From an optimization exercise on the open Yosys and OpenROAD flow, aimed at small area, a short achievable clock period and few clock cycles per item; shortcuts taken in it are not production practice. Where RTL was checked, it was by simulation tests only, not by an equivalence proof against the original.

== lane 1 ==
// ex_mdu
module ex_mdu (
   input  logic        clk,
   input  logic        reset,
   input  logic        start,
   input  logic [2:0]  md_op,
   input  logic [31:0] rs,
   input  logic [31:0] rt,
   output logic        busy,
   output logic [31:0] hi,
   output logic [31:0] lo
);
Size: ~2400 cells after synthesis, roughly 110 flip-flops, ~0.017 mm² of cells after synthesis.
export LEC_CHECK = 0
export ABC_AREA = 1
export CAP_MARGIN = 20
export CORE_MARGIN = 2
export CORE_UTILIZATION = 40
export SLEW_MARGIN = 20
create_clock -name core_clock -period 110.0 [get_ports {clk}]
standard.sh (not shown) runs the stock make flow with config.mk's settings and CLKGATE_MAP_FILE= SYNTH_SCRIPT=/design/flow/synth_recipe.tcl, a recipe that flattens the netlist after the stock synthesis.
==> flow/flow/run.sh <==
#!/bin/bash
# Own layout flow: the standard layout (standard.sh: standard synthesis,
# floorplan, place, CTS, route, finish) with two changes:
#  - the buffers ORFS puts on every input and output port are
#    sky130_fd_sc_hd__buf_1 cells instead of the default choice
#    (clkdlybuf4s50_1, a slow and large delay buffer);
#  - ORFS's setup repair after CTS works on every
#    path with less than SETUP_SLACK_MARGIN ns of slack, so it also speeds up
#    the paths from the inputs, which set the period this design achieves.
#    The clock period and all constraints stay the design's.
# Full make output goes to flow_standard.log in the work folder.
set -euo pipefail
cd "$(dirname "${BASH_SOURCE[0]}")/.."
export BUFFER_PORTS_ARGS="-buffer_cell sky130_fd_sc_hd__buf_1"
export SETUP_SLACK_MARGIN=86.6
export SKIP_INCREMENTAL_REPAIR=1
status=0
bash standard.sh > flow_standard.log 2>&1 || status=$?
tail -n 20 flow_standard.log
exit $status
Lane 1 ran to completion and came out clean on the timing, design-rule and antenna checks.
Testbench counts of lane 1, summed over its fixed seeds: cycles 63,217, ops 12,000.
Relative to lane 1, the following input files were edited for lane 2:
--- a/flow/design.v
+++ b/flow/design.v
@@ -963,27 +963,48 @@
    assign fp528 = fc408 ^ fs410;
    assign fs529 = fp528 ^ fc527;
    assign fc530 = (fc408 & fs410) | (fp528 & fc527);
    assign msum[39] = fs529;
    assign dt = msum[31:0];
    assign dq = aneg_q ? (msum[32] | (msum[32:0] == 33'd0)) : ~msum[32];
+   logic [31:0] b2;
+   logic [32:0] ex, ey, et;
+   logic        ec, eq, dbl;
+   always_comb begin
+      b2 = {dneg_q, b_q[31:1]};
+      ex = {aneg_q & hi_q[31], hi_q};
+      ey = {~aneg_q, b2 ^ {32{aneg_q ^ ~dneg_q}}};
+      ec = ~qn;
+      for (int i = 0; i < 33; i++) begin
+         et[i] = ex[i] ^ ey[i] ^ ec;
+         ec    = (ex[i] & ey[i]) | ((ex[i] ^ ey[i]) & ec);
+      end
+      eq  = aneg_q ? (et[32] | (et == 33'd0)) : ~et[32];
+      dbl = ~first_q & ~dq & (rem_q != 6'd0);
+   end
    logic        dlast;
-   assign dlast = first_q ? (sh[5] | (sh[4:0] == 5'd0)) : (rem_q == 6'd0);
+   assign dlast = first_q ? (sh[5] | (sh[4:0] == 5'd0))
+                          : (rem_q == (dbl ? 6'd1 : 6'd0));
    logic [30:0] qb, qbi;
-   logic        qx, qi, qc;
+   logic        qx, qx2, qi, qc;
    logic [31:0] lo_dv;
    always_comb begin
-      qb = first_q ? {31{qn}} : lo_q[30:0];
-      qx = (dq & ~(first_q & sh[5])) ^ qn;
-      qi = dlast & qn;
-      qc = 1'b1;
+      qb  = first_q ? {31{qn}} : lo_q[30:0];
+      qx  = (dq & ~(first_q & sh[5])) ^ qn;
+      qx2 = eq ^ qn;
+      qi  = dlast & qn;
+      qc  = 1'b1;
       for (int i = 0; i < 31; i++) begin
          qbi[i] = qb[i] ^ qc;
          qc     = qb[i] & qc;
       end
-      lo_dv = {(qx & qi) ? qbi : qb, qx ^ qi};
+      if (dbl)
+         lo_dv = {(qi & qx & qx2) ? qbi[29:0] : qb[29:0],
+                  qx ^ (qx2 & qi), qx2 ^ qi};
+      else
+         lo_dv = {(qx & qi) ? qbi : qb, qx ^ qi};
    end
    logic        op_mul, op_div, op_dsg, zero;
    assign op_mul = (md_op == OP_MULT) | (md_op == OP_MULTU);
    assign op_div = (md_op == OP_DIV) | (md_op == OP_DIVU);
    assign op_dsg = (md_op == OP_DIV);
    assign zero   = (rt == 32'd0);
@@ -1017,15 +1038,16 @@
          lo_q  <= {msum[KM-1:0], lo_q[31:KM]};
          rem_q <= rem_q - 6'(KM);
          if (mlast) busy_q <= 1'b0;
       end else begin
          first_q <= 1'b0;
          if (dq & ~(first_q & sh[5])) hi_q <= dt[31:0];
+         else if (dbl & eq)           hi_q <= et[31:0];
          lo_q  <= lo_dv;
-         b_q   <= {dneg_q, bsh[31:1]};
-         rem_q <= first_q ? {1'b0, sh[4:0]} - 6'd1 : rem_q - 6'd1;
+         b_q   <= dbl ? {dneg_q, dneg_q, b_q[31:2]} : {dneg_q, bsh[31:1]};
+         rem_q <= first_q ? {1'b0, sh[4:0]} - 6'd1 : rem_q - (dbl ? 6'd2 : 6'd1);
          if (dlast) busy_q <= 1'b0;
       end
    end
    assign busy = busy_q;
    assign hi   = hi_q;
    assign lo   = lo_q;
[compare] base=lane 1 new=lane 2: TritonCTS buffer count held steady.
Relative to lane 1, xor and xnor fraction of the mapped netlist area has decreased by 0.35 points in lane 2.
Summary of the comparison: worst-case setup margin in the final layout is lower in lane 2, relative to lane 1.
[compare] base=lane 1 new=lane 2: hold slack now larger; met3 capacity usage during global routing -0.15 points; standard-cell row count +about 7%.
Compared with lane 1, in lane 2 maximum clock frequency stayed essentially flat, overall track demand over capacity in global routing saw an increase.
No functional check of the RTL was part of lane 2.

Setup of the reference run:
ex_mdu, a different RTL version from the one above (not shown whole).
Size: roughly 110 flip-flops, about 140 I/O pins, ~18000 µm² of cells after synthesis.
==> module ex_mdu, before the edit <==
module ex_mdu (
   input  logic        clk,
   input  logic        reset,
   input  logic        start,
   input  logic [2:0]  md_op,
   input  logic [31:0] rs,
   input  logic [31:0] rt,
   output logic        busy,
   output logic [31:0] hi,
   output logic [31:0] lo
);
   localparam int KM = 8;              
   localparam int W  = 32 + KM;        
   localparam logic [2:0] OP_MULT  = 3'd1;
   localparam logic [2:0] OP_MULTU = 3'd2;
   localparam logic [2:0] OP_DIV   = 3'd3;
   localparam logic [2:0] OP_DIVU  = 3'd4;
   localparam logic [2:0] OP_MTHI  = 3'd5;
   localparam logic [2:0] OP_MTLO  = 3'd6;
   logic        busy_q;
   logic [31:0] hi_q, lo_q;
   logic [31:0] b_q;                   
   logic [5:0]  rem_q;                 
   logic        mul_q, sgn_q, aneg_q, dneg_q, first_q;
   logic        qn;                    
   logic [31:0] dm, am;                
   logic [4:0]  ma, mdv;               
   logic [5:0]  sh;
   logic [4:0]  se;
   logic [31:0] bsh;
   always_comb begin
      qn  = aneg_q ^ dneg_q;
      dm  = b_q ^ {32{dneg_q}};
      am  = hi_q ^ {32{aneg_q}};
      ma  = 5'd0;
      mdv = 5'd0;
      for (int i = 0; i < 32; i++) begin
         if (am[i]) ma  = 5'(i);
         if (dm[i]) mdv = 5'(i);
      end
      sh  = {1'b0, ma} - {1'b0, mdv} + {5'd0, aneg_q};
      se  = (first_q & ~mul_q) ? sh[4:0] : 5'd0;
      bsh = b_q << se;
   end
   logic          mlast;
   logic          mneg;
   logic [KM-1:0] dg;
   logic [32:0]   bx, bm, nx;
   logic [W-1:0]  cs_s, cs_c, row, s_n, c_n;
   logic [W-1:0]  msum;
   logic          mc;
   logic [31:0]   dt;
   logic          dq;
   always_comb begin
      mlast = (rem_q == 6'(KM));
      mneg  = mul_q & mlast & sgn_q & lo_q[KM-1];
      dg    = mul_q ? lo_q[KM-1:0] : KM'(1);
      bx    = {mul_q ? (sgn_q & b_q[31]) : ~aneg_q,
               bsh ^ {32{~mul_q & (aneg_q ^ ~dneg_q)}}};
      bm    = {sgn_q & b_q[31], b_q};
      cs_s  = (mul_q & first_q) ? W'(33'h1_0000_0000)
                                : W'({~((mul_q ? sgn_q : aneg_q) & hi_q[31]), hi_q});
      cs_c  = W'({~(dg[1] & bm[32]), dg[1] ? bm[31:0] : 32'd0}) << 1;
      for (int i = 2; i <= KM; i++) begin
         if (i == KM) begin
            row = W'({~(dg[0] & bx[32]), dg[0] ? bx[31:0] : 32'd0});
         end else if (i == KM - 1) begin
            nx  = mneg ? ~bm : bm;
            row = (W'({~(dg[i] & nx[32]), dg[i] ? nx[31:0] : 32'd0}) << i)
                | W'({(KM-1){mneg}});
         end else begin
            row = W'({~(dg[i] & bm[32]), dg[i] ? bm[31:0] : 32'd0}) << i;
         end
         s_n  = cs_s ^ cs_c ^ row;
         c_n  = ((cs_s & cs_c) | ((cs_s ^ cs_c) & row)) << 1;
         cs_s = s_n;
         cs_c = c_n;
      end
      mc = mneg | (~mul_q & ~qn);
      for (int i = 0; i < W; i++) begin
         msum[i] = cs_s[i] ^ cs_c[i] ^ mc;
         mc      = (cs_s[i] & cs_c[i]) | ((cs_s[i] ^ cs_c[i]) & mc);
      end
      dt = msum[31:0];
      dq = aneg_q ? (msum[32] | (msum[32:0] == 33'd0)) : ~msum[32];
   end
   logic        dlast;
   assign dlast = first_q ? (sh[5] | (sh[4:0] == 5'd0)) : (rem_q == 6'd0);
   logic [30:0] qb, qbi;
   logic        qx, qi, qc;
   logic [31:0] lo_dv;
   always_comb begin
      qb = first_q ? {31{qn}} : lo_q[30:0];
      qx = (dq & ~(first_q & sh[5])) ^ qn;
      qi = dlast & qn;
      qc = 1'b1;
      for (int i = 0; i < 31; i++) begin
         qbi[i] = qb[i] ^ qc;
         qc     = qb[i] & qc;
      end
      lo_dv = {(qx & qi) ? qbi : qb, qx ^ qi};
   end
   logic        op_mul, op_div, op_dsg, zero;
   assign op_mul = (md_op == OP_MULT) | (md_op == OP_MULTU);
   assign op_div = (md_op == OP_DIV) | (md_op == OP_DIVU);
   assign op_dsg = (md_op == OP_DIV);
   assign zero   = (rt == 32'd0);
   always_ff @(posedge clk) begin
      if (!busy_q) begin
         mul_q   <= ~op_div;
         sgn_q   <= (md_op == OP_MULT);
         aneg_q  <= op_dsg & rs[31];
         dneg_q  <= op_dsg & rt[31];
         first_q <= 1'b1;
         rem_q   <= 6'd32;
         b_q     <= rt;
      end
      if (reset) begin
         busy_q <= 1'b0;
         hi_q   <= 32'd0;
         lo_q   <= 32'd0;
      end else if (!busy_q) begin
         if (start) begin
            if (op_mul | (op_div & ~zero)) busy_q <= 1'b1;
            if (op_mul) lo_q <= rs;
            if (op_div & ~zero) hi_q <= rs;
            if (md_op == OP_MTHI) hi_q <= rs;
            if (md_op == OP_MTLO) lo_q <= rs;
         end
      end else if (mul_q) begin
         first_q <= 1'b0;
         hi_q  <= msum[W-1:KM];
         lo_q  <= {msum[KM-1:0], lo_q[31:KM]};
         rem_q <= rem_q - 6'(KM);
         if (mlast) busy_q <= 1'b0;
      end else begin
         first_q <= 1'b0;
         if (dq & ~(first_q & sh[5])) hi_q <= dt[31:0];
         lo_q  <= lo_dv;
         b_q   <= {dneg_q, bsh[31:1]};
         rem_q <= first_q ? {1'b0, sh[4:0]} - 6'd1 : rem_q - 6'd1;
         if (dlast) busy_q <= 1'b0;
      end
   end
   assign busy = busy_q;
   assign hi   = hi_q;
   assign lo   = lo_q;
endmodule
==> flow/config.mk <==
export PLATFORM = sky130hd
export DESIGN_NAME = ex_mdu
export DESIGN_NICKNAME = ex_mdu
export VERILOG_FILES = /design/flow/design.v
export SDC_FILE = /design/flow/constraint.sdc
export NUM_CORES = 4
export LEC_CHECK = 0
export CAP_MARGIN = 20
export CORE_MARGIN = 2
export CORE_UTILIZATION = 40
export SLEW_MARGIN = 20
==> flow/constraint.sdc <==
create_clock -name core_clock -period 110.0 [get_ports {clk}]
set_input_delay 22.0000 -clock core_clock [delete_from_list [all_inputs] [get_ports {clk}]]
set_output_delay 22.0000 -clock core_clock [all_outputs]
set_load 0.01 [all_outputs]
Scripts as last shown in full above: flow/flow/run.sh
Testbench counts of the reference run, summed over its fixed seeds: cycles 63,217, ops 12,000.
#### Input delta (the trial run over the reference run)
--- a/flow/design.v
+++ b/flow/design.v
@@ -57,12 +57,11 @@
       mneg  = mul_q & mlast & sgn_q & lo_q[KM-1];
       dg    = mul_q ? lo_q[KM-1:0] : KM'(1);
       bx    = {mul_q ? (sgn_q & b_q[31]) : ~aneg_q,
                bsh ^ {32{~mul_q & (aneg_q ^ ~dneg_q)}}};
       bm    = {sgn_q & b_q[31], b_q};
-      cs_s  = (mul_q & first_q) ? W'(33'h1_0000_0000)
-                                : W'({~((mul_q ? sgn_q : aneg_q) & hi_q[31]), hi_q});
+      cs_s  = W'({~((mul_q ? sgn_q : aneg_q) & hi_q[31]), hi_q});
       cs_c  = W'({~(dg[1] & bm[32]), dg[1] ? bm[31:0] : 32'd0}) << 1;
       for (int i = 2; i <= KM; i++) begin
          if (i == KM) begin
             row = W'({~(dg[0] & bx[32]), dg[0] ? bx[31:0] : 32'd0});
          end else if (i == KM - 1) begin
@@ -121,17 +120,19 @@
          hi_q   <= 32'd0;
          lo_q   <= 32'd0;
       end else if (!busy_q) begin
          if (start) begin
             if (op_mul | (op_div & ~zero)) busy_q <= 1'b1;
-            if (op_mul) lo_q <= rs;
+            if (op_mul) begin
+               lo_q <= rs;
+               hi_q <= 32'd0;
+            end
             if (op_div & ~zero) hi_q <= rs;
             if (md_op == OP_MTHI) hi_q <= rs;
             if (md_op == OP_MTLO) lo_q <= rs;
          end
       end else if (mul_q) begin
-         first_q <= 1'b0;
          hi_q  <= msum[W-1:KM];
          lo_q  <= {msum[KM-1:0], lo_q[31:KM]};
          rem_q <= rem_q - 6'(KM);
          if (mlast) busy_q <= 1'b0;
       end else begin
Delta (the trial run minus the reference run): area of the die did not really move; post-CTS clock slew at the launch and capture registers of the worst setup and hold paths did not really move; data arrival time of the worst path went up; minimum setup slack in the final design went down; global routing met3 resource utilization did not really move.
Number of fill cells in the layout ends up higher on the reference run.
Delta (the trial run minus the reference run): overall die width barely changed, via count of the first global-routing pass climbed 1062.
Testbench counts of the trial run, summed over its fixed seeds: cycles 63,217, ops 12,000.

old:
Another version of the RTL of ex_mdu (not shown whole).
Size in the first run: ~2,200 cells after synthesis, about 0.020 mm^2 of cells after synthesis.
==> module ex_mdu, before the edit <==
module ex_mdu (
   input  logic        clk,
   input  logic        reset,
   input  logic        start,
   input  logic [2:0]  md_op,
   input  logic [31:0] rs,
   input  logic [31:0] rt,
   output logic        busy,
   output logic [31:0] hi,
   output logic [31:0] lo
);
   localparam int KM = 8;              
   localparam int KD = 1;              
   localparam int W  = 32 + KM;        
   localparam logic [2:0] OP_MULT  = 3'd1;
   localparam logic [2:0] OP_MULTU = 3'd2;
   localparam logic [2:0] OP_DIV   = 3'd3;
   localparam logic [2:0] OP_DIVU  = 3'd4;
   localparam logic [2:0] OP_MTHI  = 3'd5;
   localparam logic [2:0] OP_MTLO  = 3'd6;
   logic        busy_q;
   logic [31:0] hi_q, lo_q;
   logic [31:0] b_q;                   
   logic [5:0]  rem_q;                 
   logic        mul_q, sgn_q, aneg_q, dneg_q, post_q, inc_q, first_q, zero_q;
   logic [31:0] hi_v;                  
   logic          mlast;
   logic          mneg;
   logic [32:0]   bx, nx;
   logic [W-1:0]  cs_s, cs_c, row, s_n, c_n;
   logic [W-1:0]  msum;
   logic          mc;
   always_comb begin
      mlast = (rem_q == 6'(KM));
      mneg  = mlast & sgn_q & lo_q[KM-1];
      bx    = {sgn_q & b_q[31], b_q};
      cs_s  = W'({~(sgn_q & hi_q[31]), hi_q});
      cs_c  = W'({~(lo_q[0] & bx[32]), lo_q[0] ? bx[31:0] : 32'd0});
      for (int i = 1; i < KM; i++) begin
         if (i == KM - 1) begin
            nx  = mneg ? ~bx : bx;
            row = (W'({~(lo_q[i] & nx[32]), lo_q[i] ? nx[31:0] : 32'd0}) << i)
                | W'({(KM-1){mneg}});
         end else begin
            row = W'({~(lo_q[i] & bx[32]), lo_q[i] ? bx[31:0] : 32'd0}) << i;
         end
         s_n  = cs_s ^ cs_c ^ row;
         c_n  = ((cs_s & cs_c) | ((cs_s ^ cs_c) & row)) << 1;
         cs_s = s_n;
         cs_c = c_n;
      end
      mc = mneg;
      for (int i = 0; i < W; i++) begin
         msum[i] = cs_s[i] ^ cs_c[i] ^ mc;
         mc      = (cs_s[i] & cs_c[i]) | ((cs_s[i] ^ cs_c[i]) & mc);
      end
   end
   logic [31:0] lo_e;
   logic        ic;
   always_comb begin
      ic = inc_q;
      for (int i = 0; i < 32; i++) begin
         lo_e[i] = lo_q[i] ^ ic;
         ic      = lo_q[i] & ic;
      end
   end
   logic [31:0] hi_n;
   logic        hc;
   always_comb begin
      hc = 1'b1;
      for (int i = 0; i < 32; i++) begin
         hi_n[i] = ~hi_q[i] ^ hc;
         hc      = ~hi_q[i] & hc;
      end
   end
   localparam int NSK = 4;
   localparam logic [4*6-1:0] SKV = {6'd2, 6'd4, 6'd8, 6'd16};
   logic        qn;                    
   logic [32:0] dx, dy, dt;
   logic        dc;
   logic [31:0] dr, dl;
   logic [31:0] dm;
   logic [31:0] zt;                    
   logic [NSK-1:0] sk;
   logic [31:0] shi, slo;
   logic [5:0]  sdec;
   logic        skip;
   always_comb begin
      hi_v = hi_q & {32{~first_q}};
      qn = aneg_q ^ dneg_q;
      dy = {1'b1, b_q};
      dr = hi_v;
      dl = lo_e;
      for (int s = 0; s < KD; s++) begin
         dx = {dr, dl[31]};
         dc = ~dneg_q;
         for (int i = 0; i < 33; i++) begin
            dt[i] = dx[i] ^ dy[i] ^ dc;
            dc    = (dx[i] & dy[i]) | ((dx[i] ^ dy[i]) & dc);
         end
         dr = dc ? dt[31:0] : dx[31:0];
         dl = {dl[30:0], dc ^ qn};
      end
      dm = ~b_q;
      zt[31] = 1'b1;
      for (int p = 30; p >= 0; p--) zt[p] = zt[p+1] & ~dm[p+1];
      for (int k = 0; k < NSK; k++) begin
         sk[k] = (rem_q >= 6'(SKV[k*6 +: 6]));
         for (int p = 0; p < 32; p++)
            if (zt[p]) begin
               if (p >= SKV[k*6 +: 6]) sk[k] = sk[k] & ~hi_v[p - SKV[k*6 +: 6]];
               else             sk[k] = sk[k] & ~lo_e[32 - SKV[k*6 +: 6] + p];
            end
         for (int p = 32 - SKV[k*6 +: 6]; p < 32; p++) sk[k] = sk[k] & ~hi_v[p];
      end
      skip = |sk;
      shi  = dr;
      slo  = dl;
      sdec = 6'(KD);
      for (int k = NSK - 1; k >= 0; k--)
         if (sk[k]) begin
            shi  = (SKV[k*6 +: 6] == 32) ? lo_e : ((hi_v << SKV[k*6 +: 6]) | (lo_e >> (32 - SKV[k*6 +: 6])));
            slo  = (SKV[k*6 +: 6] == 32) ? {32{qn}} : ((lo_e << SKV[k*6 +: 6]) | ({32{qn}} >> (32 - SKV[k*6 +: 6])));
            sdec = 6'(SKV[k*6 +: 6]);
         end
   end
   logic        dlast;
   assign dlast = (rem_q == sdec);
   logic        op_mul, op_div, op_dsg, zero;
   assign op_mul = (md_op == OP_MULT) | (md_op == OP_MULTU);
   assign op_div = (md_op == OP_DIV) | (md_op == OP_DIVU);
   assign op_dsg = (md_op == OP_DIV);
   assign zero   = (rt == 32'd0);
   always_ff @(posedge clk) begin
      if (!busy_q) begin
         mul_q   <= ~op_div;
         sgn_q   <= (md_op == OP_MULT);
         aneg_q  <= op_dsg & rs[31];
         dneg_q  <= op_dsg & rt[31];
         inc_q   <= op_dsg & rs[31];
         post_q  <= 1'b0;
         first_q <= 1'b1;
         zero_q  <= zero;
         rem_q   <= 6'd32;
         b_q     <= (zero & op_div) ? lo_q : (rt ^ {32{op_div & ~(op_dsg & rt[31])}});
      end
      if (reset) begin
         busy_q <= 1'b0;
         hi_q   <= 32'd0;
         lo_q   <= 32'd0;
      end else if (!busy_q) begin
         if (start) begin
            if (op_mul | op_div) begin
               busy_q <= 1'b1;
               lo_q   <= rs ^ {32{op_dsg & rs[31]}};
            end
            if (op_mul) hi_q <= 32'd0;
            if (md_op == OP_MTHI) hi_q <= rs;
            if (md_op == OP_MTLO) lo_q <= rs;
         end
      end else if (mul_q) begin
         hi_q  <= msum[W-1:KM];
         lo_q  <= {msum[KM-1:0], lo_q[31:KM]};
         rem_q <= rem_q - 6'(KM);
         if (mlast) busy_q <= 1'b0;
      end else if (first_q & zero_q) begin
         lo_q   <= b_q;
         busy_q <= 1'b0;
      end else if (!post_q) begin
         inc_q   <= 1'b0;
         first_q <= 1'b0;
         hi_q    <= shi;
         lo_q    <= slo;
         rem_q   <= rem_q - sdec;
         if (dlast) begin
            if (aneg_q | dneg_q) begin
               post_q <= 1'b1;
               inc_q  <= qn;
            end else begin
               busy_q <= 1'b0;
            end
         end
      end else begin
         lo_q   <= lo_e;
         if (aneg_q) hi_q <= hi_n;
         busy_q <= 1'b0;
      end
   end
   assign busy = busy_q;
   assign hi   = hi_q;
   assign lo   = lo_q;
endmodule
export LEC_CHECK = 0
export CAP_MARGIN = 20
export CORE_MARGIN = 2
export CORE_UTILIZATION = 40
export SLEW_MARGIN = 20
create_clock -name core_clock -period 110.0 [get_ports {clk}]
==> flow/flow/run.sh <==
#!/bin/bash
# Own layout flow: the standard layout (standard.sh: standard synthesis,
# floorplan, place, CTS, route, finish) with one change: the buffers ORFS puts
# on every input and output port are sky130_fd_sc_hd__buf_1 cells instead of
# the default choice (clkdlybuf4s50_1, a slow and large delay buffer).
# Full make output goes to flow_standard.log in the work folder.
set -euo pipefail
cd "$(dirname "${BASH_SOURCE[0]}")/.."
export BUFFER_PORTS_ARGS="-buffer_cell sky130_fd_sc_hd__buf_1"
status=0
bash standard.sh > flow_standard.log 2>&1 || status=$?
tail -n 20 flow_standard.log
exit $status
Here is what was changed in the inputs of new compared with old.
-- flow/design.v --
<<< old, line 24
   logic [31:0] b_q;                   
   logic [5:0]  rem_q;                 
   logic        mul_q, sgn_q, aneg_q, dneg_q, post_q, inc_q, first_q, zero_q;
   logic [31:0] hi_v;                  
   logic          mlast;
   logic          mneg;
>>> new, line 24
   logic [31:0] b_q;                   
   logic [5:0]  rem_q;                 
   logic        mul_q, sgn_q, aneg_q, dneg_q, post_q, inc_q;
   logic          mlast;
   logic          mneg;
<<< old, line 88
   logic        skip;
   always_comb begin
      hi_v = hi_q & {32{~first_q}};
      qn = aneg_q ^ dneg_q;
      dy = {1'b1, b_q};
      dr = hi_v;
      dl = lo_e;
      for (int s = 0; s < KD; s++) begin
>>> new, line 87
   logic        skip;
   always_comb begin
      qn = aneg_q ^ dneg_q;
      dy = {1'b1, b_q};
      dr = hi_q;
      dl = lo_e;
      for (int s = 0; s < KD; s++) begin
<<< old, line 110
         for (int p = 0; p < 32; p++)
            if (zt[p]) begin
               if (p >= SKV[k*6 +: 6]) sk[k] = sk[k] & ~hi_v[p - SKV[k*6 +: 6]];
               else             sk[k] = sk[k] & ~lo_e[32 - SKV[k*6 +: 6] + p];
            end
         for (int p = 32 - SKV[k*6 +: 6]; p < 32; p++) sk[k] = sk[k] & ~hi_v[p];
      end
      skip = |sk;
>>> new, line 108
         for (int p = 0; p < 32; p++)
            if (zt[p]) begin
               if (p >= SKV[k*6 +: 6]) sk[k] = sk[k] & ~hi_q[p - SKV[k*6 +: 6]];
               else             sk[k] = sk[k] & ~lo_e[32 - SKV[k*6 +: 6] + p];
            end
         for (int p = 32 - SKV[k*6 +: 6]; p < 32; p++) sk[k] = sk[k] & ~hi_q[p];
      end
      skip = |sk;
<<< old, line 121
      for (int k = NSK - 1; k >= 0; k--)
         if (sk[k]) begin
            shi  = (SKV[k*6 +: 6] == 32) ? lo_e : ((hi_v << SKV[k*6 +: 6]) | (lo_e >> (32 - SKV[k*6 +: 6])));
            slo  = (SKV[k*6 +: 6] == 32) ? {32{qn}} : ((lo_e << SKV[k*6 +: 6]) | ({32{qn}} >> (32 - SKV[k*6 +: 6])));
            sdec = 6'(SKV[k*6 +: 6]);
>>> new, line 119
      for (int k = NSK - 1; k >= 0; k--)
         if (sk[k]) begin
            shi  = (SKV[k*6 +: 6] == 32) ? lo_e : ((hi_q << SKV[k*6 +: 6]) | (lo_e >> (32 - SKV[k*6 +: 6])));
            slo  = (SKV[k*6 +: 6] == 32) ? {32{qn}} : ((lo_e << SKV[k*6 +: 6]) | ({32{qn}} >> (32 - SKV[k*6 +: 6])));
            sdec = 6'(SKV[k*6 +: 6]);
<<< old, line 128
   logic        dlast;
   assign dlast = (rem_q == sdec);
   logic        op_mul, op_div, op_dsg, zero;
   assign op_mul = (md_op == OP_MULT) | (md_op == OP_MULTU);
   assign op_div = (md_op == OP_DIV) | (md_op == OP_DIVU);
   assign op_dsg = (md_op == OP_DIV);
   assign zero   = (rt == 32'd0);
   always_ff @(posedge clk) begin
      if (!busy_q) begin
         mul_q   <= ~op_div;
         sgn_q   <= (md_op == OP_MULT);
         aneg_q  <= op_dsg & rs[31];
         dneg_q  <= op_dsg & rt[31];
         inc_q   <= op_dsg & rs[31];
         post_q  <= 1'b0;
         first_q <= 1'b1;
         zero_q  <= zero;
         rem_q   <= 6'd32;
         b_q     <= (zero & op_div) ? lo_q : (rt ^ {32{op_div & ~(op_dsg & rt[31])}});
      end
      if (reset) begin
         busy_q <= 1'b0;
>>> new, line 126
   logic        dlast;
   assign dlast = (rem_q == sdec);
   logic        op_div, op_dsg, op_md;
   assign op_div = (md_op == OP_DIV) | (md_op == OP_DIVU);
   assign op_dsg = (md_op == OP_DIV);
   assign op_md  = (md_op == OP_MULT) | (md_op == OP_MULTU) | (op_div & (rt != 32'd0));
   always_ff @(posedge clk) begin
      if (reset) begin
         busy_q <= 1'b0;
<<< old, line 152
      end else if (!busy_q) begin
         if (start) begin
            if (op_mul | op_div) begin
               busy_q <= 1'b1;
               lo_q   <= rs ^ {32{op_dsg & rs[31]}};
            end
            if (op_mul) hi_q <= 32'd0;
            if (md_op == OP_MTHI) hi_q <= rs;
            if (md_op == OP_MTLO) lo_q <= rs;
>>> new, line 137
      end else if (!busy_q) begin
         if (start) begin
            if (op_md) begin
               busy_q <= 1'b1;
               mul_q  <= ~op_div;
               sgn_q  <= (md_op == OP_MULT);
               aneg_q <= op_dsg & rs[31];
               dneg_q <= op_dsg & rt[31];
               inc_q  <= op_dsg & rs[31];
               post_q <= 1'b0;
               b_q    <= rt ^ {32{op_div & ~(op_dsg & rt[31])}};
               lo_q   <= rs ^ {32{op_dsg & rs[31]}};
               hi_q   <= 32'd0;
               rem_q  <= 6'd32;
            end
            if (md_op == OP_MTHI) hi_q <= rs;
            if (md_op == OP_MTLO) lo_q <= rs;
<<< old, line 165
         rem_q <= rem_q - 6'(KM);
         if (mlast) busy_q <= 1'b0;
      end else if (first_q & zero_q) begin
         lo_q   <= b_q;
         busy_q <= 1'b0;
      end else if (!post_q) begin
         inc_q   <= 1'b0;
         first_q <= 1'b0;
         hi_q    <= shi;
         lo_q    <= slo;
         rem_q   <= rem_q - sdec;
         if (dlast) begin
            if (aneg_q | dneg_q) begin
>>> new, line 158
         rem_q <= rem_q - 6'(KM);
         if (mlast) busy_q <= 1'b0;
      end else if (!post_q) begin
         inc_q <= 1'b0;
         hi_q  <= shi;
         lo_q  <= slo;
         rem_q <= rem_q - sdec;
         if (dlast) begin
            if (aneg_q | dneg_q) begin
Notes after the runs:
new completed; timing, DRC and antenna clean
No stage failed in old, and the final checks on the layout all came back clean.
Looking at share of cell area taken by multi-input logic gates, new sits 0.63 points higher than old does.
[compare] base=old new=new: detailed route wirelength on metal2 dropped about 10%, area enclosed by the die boundary dropped 0.0026 mm^2, adder and majority cell fraction of the synthesized area climbed 1.8 points, flip-flop and latch count dropped 2.
Testbench counts of new, summed over its fixed seeds: cycles 72,286, ops 12,000.
No functional check of the RTL was part of old.

==> port drivers added, routing unchanged <==
The results above use ideal ports. As a check the final layouts listed here were re-extracted and re-timed, cells and wires unchanged.
Step 1, drivers: a clkbuf_16 drives clk and a buf_2 each remaining input, both assumed.
Step 2, shift: input delay + t, output delay - t, t = (earliest + latest rising clock arrival at the registers) / 2. This alone moves slack from input paths to output paths.
a / b / c = no drivers / after step 1 / after step 2; a / b = the first two.
| run | t, ns | slack for setup (ns) | worst slew at a driven data input, ns |
|---|---|---|---|
| lane 1 | 0.448 | 86.448 / 86.480 / 86.032 | 0.05 |
| lane 2 | 0.463 | 86.418 / 86.454 / 85.991 | 0.06 |
| the reference run | 0.459 | 86.423 / 86.452 / 85.993 | 0.04 |
| the trial run | 0.446 | 86.370 / 86.397 / 85.951 | 0.09 |
| old | 0.444 | 85.512 / 85.539 / 85.096 | 0.08 |
| new | 0.460 | 84.995 / 85.030 / 84.570 | 0.04 |
After both steps every run listed still meets setup and hold. The setup slack of the reference run, which loses most, moves by +0.029 ns with the drivers and by -0.430 ns with both steps.
